This design comes from an exercise in tuning for small area and a short achievable clock period on the open sky130 flow, not from production work.
The RTL was checked by simulation tests, not by an equivalence proof against the original design.

==> flow/design.v <==
module pool2x2_stream #(
    parameter int DATA_W   = 16,
    parameter int MAX_COLS = 256,
    parameter int DIM_W    = 9
) (
    input  logic                     pclk,
    input  logic                     rst,
    input  logic [DIM_W-1:0]         cfg_cols,
    input  logic [DIM_W-1:0]         cfg_rows,
    input  logic                     cfg_avg,
    input  logic                     in_valid,
    input  logic                     in_sof,
    input  logic signed [DATA_W-1:0] in_data,
    output logic                     out_valid,
    output logic signed [DATA_W-1:0] out_data,
    output logic                     out_eol,
    output logic                     out_eof,
    output logic                     cfg_err
);
    localparam int DEPTH = 128;                   
    localparam logic [DIM_W:0] MAX_COLS_W = (DIM_W+1)'(MAX_COLS);
    logic                     ok_q, avg_q, err_q;
    logic [DIM_W-1:0]         cols_q, rows_q;
    logic [DIM_W-1:0]         crem_q, rrem_q;     
    logic                     c_odd_q, c_last_q, c_eol_q, c0_q, c1_q;
    logic                     r_odd_q, r_last_q, r_eof_q;
    logic [3:0]               dg0_q, dg1_q, dg2_q;  
    logic                     dg3_q;
    logic                     out_vld_q, out_eol_q, out_eof_q;
    logic signed [DATA_W-1:0] out_dat_q;
    logic signed [DATA_W+1:0] t_q;                
    logic signed [DATA_W:0]   b_q;                
    logic signed [DATA_W:0]   sr [DEPTH];
    logic signed [DATA_W:0]   so [5];             
    localparam logic [76:0] TAP = {7'd127, 7'd63, 7'd47, 7'd31, 7'd15, 7'd11, 7'd7,
                                   7'd3, 7'd2, 7'd1, 7'd0};
    logic [3:0]               sel1;
    logic [6:0]               sel2;
    logic [9:0]               sel3;
    logic [10:0]              sel4;
    logic                     sof, acc, cfg_legal, shift;
    logic [6:0]               len;
    logic signed [DATA_W+1:0] inx, t_new;
    logic signed [DATA_W:0]   h, b_new;
    logic signed [DATA_W-1:0] o;
    logic signed [DATA_W-1:0] t16, b16;
    logic signed [DATA_W+1:0] r_sum, t_sum;
    logic [1:0]               r_gt, t_gt;            
    pool2x2_stream_addr #(.W(DATA_W+2)) add_r (.a(t_q), .b(inx), .s(r_sum));
    pool2x2_stream_addr #(.W(DATA_W+2)) add_t (.a((DATA_W+2)'(b_q)), .b(inx), .s(t_sum));
    pool2x2_stream_gtr  #(.W(DATA_W), .N(2)) gt_r (.a(DATA_W'(t_q)), .b(in_data), .gt(r_gt));
    pool2x2_stream_gtr  #(.W(DATA_W), .N(2)) gt_t (.a(DATA_W'(b_q)), .b(in_data), .gt(t_gt));
    pool2x2_stream_selr #(.W(DATA_W))  sel_r (.avg(avg_q), .w0(!r_odd_q), .sum(r_sum), .gt(r_gt),
                                              .a(DATA_W'(t_q)), .x(in_data), .so(so[4]), .h(h),
                                              .o(o), .bn(b_new));
    pool2x2_stream_selt #(.W(DATA_W))  sel_t (.avg(avg_q), .use_x(in_sof || !r_odd_q), .sum(t_sum),
                                              .gt(t_gt), .a(DATA_W'(b_q)), .x(in_data), .y(t_new));
    assign cfg_legal = (|cfg_cols[DIM_W-1:1]) && (|cfg_rows[DIM_W-1:1]) &&
                       ({1'b0, cfg_cols} <= MAX_COLS_W);
    always_comb begin
        sof   = in_valid && in_sof;
        len   = 7'((cfg_cols >> 1) - DIM_W'(1));
        acc   = in_valid && !in_sof;
        shift = acc && (r_odd_q ? (!c_odd_q && !c_last_q) : c_odd_q);
        inx   = (DATA_W+2)'(in_data);
        t16   = DATA_W'(t_q);
        b16   = DATA_W'(b_q);
        sel1 = dg0_q;
        sel2 = {dg1_q[3:1], sel1 & {4{dg1_q[0]}}};
        sel3 = {dg2_q[3:1], sel2 & {7{dg2_q[0]}}};
        sel4 = {dg3_q, sel3 & {10{!dg3_q}}};
        so[0] = sr[0];
        so[1] = '0;
        so[2] = '0;
        so[3] = '0;
        so[4] = '0;
        for (int c = 0; c < 11; c++) begin
            if (c < 4)  so[1] = so[1] | (sr[TAP[7*c +: 7]] & {(DATA_W+1){sel1[c]}});
            if (c < 7)  so[2] = so[2] | (sr[TAP[7*c +: 7]] & {(DATA_W+1){sel2[c]}});
            if (c < 10) so[3] = so[3] | (sr[TAP[7*c +: 7]] & {(DATA_W+1){sel3[c]}});
            so[4] = so[4] | (sr[TAP[7*c +: 7]] & {(DATA_W+1){sel4[c]}});
        end
    end
    always_ff @(posedge pclk or posedge rst) begin
        if (rst) begin
            ok_q      <= 1'b0;
            err_q     <= 1'b0;
            out_vld_q <= 1'b0;
        end else begin
            out_vld_q <= acc && ok_q && c_odd_q && r_odd_q;
            if (sof) begin
                ok_q  <= cfg_legal;
                err_q <= !cfg_legal;
            end
        end
    end
    always_ff @(posedge pclk) begin
        if (sof) begin
            avg_q    <= cfg_avg;
            dg0_q    <= 4'b1 << len[1:0];
            dg1_q    <= 4'b1 << len[3:2];
            dg2_q    <= 4'b1 << len[5:4];
            dg3_q    <= len[6];
            cols_q   <= cfg_cols;
            rows_q   <= cfg_rows;
            crem_q   <= cfg_cols - DIM_W'(1);
            c_odd_q  <= 1'b1;
            c_last_q <= cfg_cols == DIM_W'(2);
            c_eol_q  <= cfg_cols[DIM_W-1:2] == '0;
            c0_q     <= 1'b0;
            c1_q     <= 1'b1;
            rrem_q   <= cfg_rows;
            r_odd_q  <= 1'b0;
            r_last_q <= 1'b0;
        end else if (acc) begin
            c1_q <= c0_q;
            if (c_last_q) begin
                crem_q   <= cols_q;
                c_odd_q  <= 1'b0;
                c_last_q <= 1'b0;
                c0_q     <= 1'b1;
                if (r_last_q) begin
                    rrem_q   <= rows_q;
                    r_odd_q  <= 1'b0;
                    r_last_q <= 1'b0;
                end else begin
                    rrem_q   <= rrem_q - DIM_W'(1);
                    r_odd_q  <= !r_odd_q;
                    r_last_q <= rrem_q == DIM_W'(2);
                    r_eof_q  <= rrem_q[DIM_W-1:2] == '0;
                end
            end else begin
                crem_q   <= crem_q - DIM_W'(1);
                c_odd_q  <= !c_odd_q;
                c_last_q <= crem_q == DIM_W'(2);
                c_eol_q  <= crem_q[DIM_W-1:2] == '0;
                c0_q     <= 1'b0;
            end
        end
    end
    always_ff @(posedge pclk) begin
        out_dat_q <= o;
        out_eol_q <= c_eol_q;
        out_eof_q <= c_eol_q && r_eof_q;
        if (sof || (in_valid && !c_odd_q)) begin
            t_q <= t_new;
        end
        if (acc && c_odd_q && (r_odd_q || c1_q)) begin
            b_q <= b_new;
        end
    end
    always_ff @(posedge pclk) begin
        if (shift) begin
            sr[0] <= h;
            for (int k = 1; k < DEPTH; k++) begin
                sr[k] <= (k == 1 || k == 4 || k == 16 || k == 64) ? so[k == 1 ? 0 : k == 4 ? 1 : k == 16 ? 2 : 3]
                                                                  : sr[k-1];
            end
        end
    end
    assign out_valid = out_vld_q;
    assign out_data  = out_dat_q;
    assign out_eol   = out_eol_q;
    assign out_eof   = out_eof_q;
    assign cfg_err   = err_q;
endmodule
module pool2x2_stream_selt #(
    parameter int W = 16
) (
    input  logic                avg,
    input  logic                use_x,
    input  logic signed [W+1:0] sum,
    input  logic [1:0]          gt,
    input  logic signed [W-1:0] a,
    input  logic signed [W-1:0] x,
    output logic signed [W+1:0] y
);
    logic [W+1:0] ge;
    assign ge = {{(W+2-9){gt[1]}}, {9{gt[0]}}};
    for (genvar i = 0; i < W + 2; i++) begin : bit_
        assign y[i] = use_x ? ((i < W) ? x[i < W ? i : W-1] : x[W-1])
                            : (avg ? sum[i] : (ge[i] ? ((i < W) ? a[i < W ? i : W-1] : a[W-1])
                                                     : ((i < W) ? x[i < W ? i : W-1] : x[W-1])));
    end
endmodule
module pool2x2_stream_selr #(
    parameter int W = 16
) (
    input  logic                avg,
    input  logic                w0,
    input  logic signed [W+1:0] sum,
    input  logic [1:0]          gt,
    input  logic signed [W-1:0] a,
    input  logic signed [W-1:0] x,
    input  logic signed [W:0]   so,
    output logic signed [W:0]   h,
    output logic signed [W-1:0] o,
    output logic signed [W:0]   bn
);
    logic signed [W-1:0] m;
    logic        [W-1:0] ge;
    assign ge = {{(W-8){gt[1]}}, {8{gt[0]}}};
    assign m  = (ge & a) | (~ge & x);
    assign h  = avg ? sum[W:0] : (W+1)'(m);
    assign o  = avg ? sum[W+1:2] : m;
    assign bn = w0 ? h : so;
endmodule
module pool2x2_stream_and #(
    parameter int W = 18
) (
    input  logic [W-1:0] a,
    input  logic [W-1:0] b,
    output logic [W-1:0] y
);
    assign y = a & b;
endmodule
module pool2x2_stream_xor #(
    parameter int W = 18
) (
    input  logic [W-1:0] a,
    input  logic [W-1:0] b,
    output logic [W-1:0] y
);
    assign y = a ^ b;
endmodule
module pool2x2_stream_pfx1 #(
    parameter int W = 16                          
) (
    input  logic [W-1:0] p,
    input  logic [W-1:0] g,
    output logic         c
);
    localparam int L = $clog2(W);
    logic [W-1:0] gg [L+1];
    logic [W-1:0] pp [L+1];
    assign gg[0] = g;
    assign pp[0] = p;
    for (genvar l = 0; l < L; l++) begin : lvl
        localparam int N = W >> (l + 1);
        pool2x2_stream_red #(.N(N)) u (.gi(gg[l][2*N-1:0]), .pi(pp[l][2*N-1:0]),
                                       .go(gg[l+1][N-1:0]), .po(pp[l+1][N-1:0]));
        if (N < W) begin : pad
            assign gg[l+1][W-1:N] = '0;
            assign pp[l+1][W-1:N] = '0;
        end
    end
    assign c = gg[L][0];
endmodule
module pool2x2_stream_red #(
    parameter int N = 8
) (
    input  logic [2*N-1:0] gi,
    input  logic [2*N-1:0] pi,
    output logic [N-1:0]   go,
    output logic [N-1:0]   po
);
    for (genvar i = 0; i < N; i++) begin : grp
        assign go[i] = gi[2*i+1] | (pi[2*i+1] & gi[2*i]);
        assign po[i] = pi[2*i+1] & pi[2*i];
    end
endmodule
module pool2x2_stream_addr #(
    parameter int W = 18
) (
    input  logic [W-1:0] a,
    input  logic [W-1:0] b,
    output logic [W-1:0] s
);
    logic [W-1:0] p, g, c;
    pool2x2_stream_xor #(.W(W)) px (.a(a), .b(b), .y(p));
    pool2x2_stream_and #(.W(W)) gx (.a(a), .b(b), .y(g));
    pool2x2_stream_pfx #(.W(W)) cx (.p(p), .g(g), .c(c));
    assign s = p ^ {c[W-2:0], 1'b0};
endmodule
module pool2x2_stream_gtr #(
    parameter int W = 16,
    parameter int N = 1
) (
    input  logic [W-1:0] a,
    input  logic [W-1:0] b,
    output logic [N-1:0] gt
);
    logic [W-1:0] ua, nb, p, g;
    assign ua = {~a[W-1], a[W-2:0]};
    assign nb = {b[W-1], ~b[W-2:0]};
    pool2x2_stream_xor  #(.W(W)) px (.a(ua), .b(nb), .y(p));
    pool2x2_stream_and  #(.W(W)) gx (.a(ua), .b(nb), .y(g));
    for (genvar i = 0; i < N; i++) begin : cx
        pool2x2_stream_pfx1 #(.W(W)) t (.p(p), .g(g), .c(gt[i]));
    end
endmodule
module pool2x2_stream_pfx #(
    parameter int W = 18
) (
    input  logic [W-1:0] p,
    input  logic [W-1:0] g,
    output logic [W-1:0] c
);
    localparam int L = $clog2(W);
    logic [W-1:0] gg [L+1];
    logic [W-1:0] pp [L+1];
    assign gg[0] = g;
    assign pp[0] = p;
    for (genvar l = 0; l < L; l++) begin : lvl
        localparam int D = 2 ** l;
        localparam int PL = (2 * D < W) ? 2 * D : W - 1;
        logic [W-1:D]  go;
        logic [W-1:PL] po;
        pool2x2_stream_pfxl #(.W(W), .D(D), .PL(PL)) u (.gi(gg[l]), .pi(pp[l]), .go(go), .po(po));
        assign gg[l+1] = {go, gg[l][D-1:0]};
        assign pp[l+1] = {po, pp[l][PL-1:0]};
    end
    assign c = gg[L];
endmodule
module pool2x2_stream_pfxl #(
    parameter int W  = 18,
    parameter int D  = 1,
    parameter int PL = 2
) (
    input  logic [W-1:0]  gi,
    input  logic [W-1:0]  pi,
    output logic [W-1:D]  go,
    output logic [W-1:PL] po
);
    for (genvar i = D; i < W; i++) begin : g_
        assign go[i] = gi[i] | (pi[i] & gi[i-D]);
    end
    for (genvar i = PL; i < W; i++) begin : p_
        assign po[i] = pi[i] & pi[i-D];
    end
endmodule
export LEC_CHECK = 0
export CAP_MARGIN = 20
export CORE_MARGIN = 2
export CORE_UTILIZATION = 55
export CTS_CLUSTER_DIAMETER = 100
export CTS_CLUSTER_SIZE = 28
export PLACE_DENSITY_LB_ADDON = 0.2
export SETUP_SLACK_MARGIN = 2.9
export SLEW_MARGIN = 20
export SYNTH_HIERARCHICAL = 1
export SYNTH_MINIMUM_KEEP_SIZE = 0
create_clock -name core_clock -period 5.3 [get_ports {pclk}]
run.sh (not shown) runs the stock make flow with config.mk's settings and CLKGATE_MAP_FILE= SYNTH_SCRIPT=/design/flow/synth_recipe.tcl, a recipe that flattens the netlist after the stock synthesis.
The baseline went through all stages and came out clean.
Change:
--- a/flow/design.v
+++ b/flow/design.v
@@ -303,29 +303,25 @@
     assign pp[0] = p;
     for (genvar l = 0; l < L; l++) begin : lvl
-        localparam int D = 2 ** l;
-        localparam int PL = (2 * D < W) ? 2 * D : W - 1;
-        logic [W-1:D]  go;
-        logic [W-1:PL] po;
-        pool2x2_stream_pfxl #(.W(W), .D(D), .PL(PL)) u (.gi(gg[l]), .pi(pp[l]), .go(go), .po(po));
-        assign gg[l+1] = {go, gg[l][D-1:0]};
-        assign pp[l+1] = {po, pp[l][PL-1:0]};
+        pool2x2_stream_pfxl #(.W(W), .D(2**l)) u (.gi(gg[l]), .pi(pp[l]), .go(gg[l+1]), .po(pp[l+1]));
     end
     assign c = gg[L];
 endmodule
 module pool2x2_stream_pfxl #(
-    parameter int W  = 18,
-    parameter int D  = 1,
-    parameter int PL = 2
+    parameter int W = 18,
+    parameter int D = 1
 ) (
-    input  logic [W-1:0]  gi,
-    input  logic [W-1:0]  pi,
-    output logic [W-1:D]  go,
-    output logic [W-1:PL] po
+    input  logic [W-1:0] gi,
+    input  logic [W-1:0] pi,
+    output logic [W-1:0] go,
+    output logic [W-1:0] po
 );
-    for (genvar i = D; i < W; i++) begin : g_
-        assign go[i] = gi[i] | (pi[i] & gi[i-D]);
-    end
-    for (genvar i = PL; i < W; i++) begin : p_
-        assign po[i] = pi[i] & pi[i-D];
+    for (genvar i = 0; i < W; i++) begin : bit_
+        if (i >= D) begin : comb
+            assign go[i] = gi[i] | (pi[i] & gi[i-D]);
+            assign po[i] = pi[i] & pi[i-D];
+        end else begin : pass
+            assign go[i] = gi[i];
+            assign po[i] = pi[i];
+        end
     end
 endmodule
After rerunning:
- wire length shrinks by a few percent
- sequential share of layout area grows by 0.43 points
- hold slack loses 5.9 ps
- die area is higher slightly
- design area fell slightly

==> what the ideal ports hide <==
The flow's constraints put no driver on any port. The routed layouts listed below were extracted and timed again, unchanged, in two steps.
Step 1 sets driving cells, clkbuf_16 on the clock port and buf_2 on the other inputs (assumed; they add their load-dependent delay and slew).
Step 2 times the ports against the registers' clock, not the clock port: input delays grow and output delays shrink by t, the midpoint of the rising clock arrivals with the driver on.
a / b / c = ideal ports / drivers / drivers and shift; a / b = the first two.
| run | t, ns | setup slack, ns | worst setup path after step 2 |
|---|---|---|---|
| the first run | 0.783 | 2.851 / 2.892 / 2.109 | input to register |
| the second run | 0.810 | 2.816 / 2.861 / 2.062 | input to register |
After both steps every run listed still meets setup and hold. The setup slack of the second run, which loses most, moves by +0.045 ns with the drivers and by -0.754 ns with both steps.
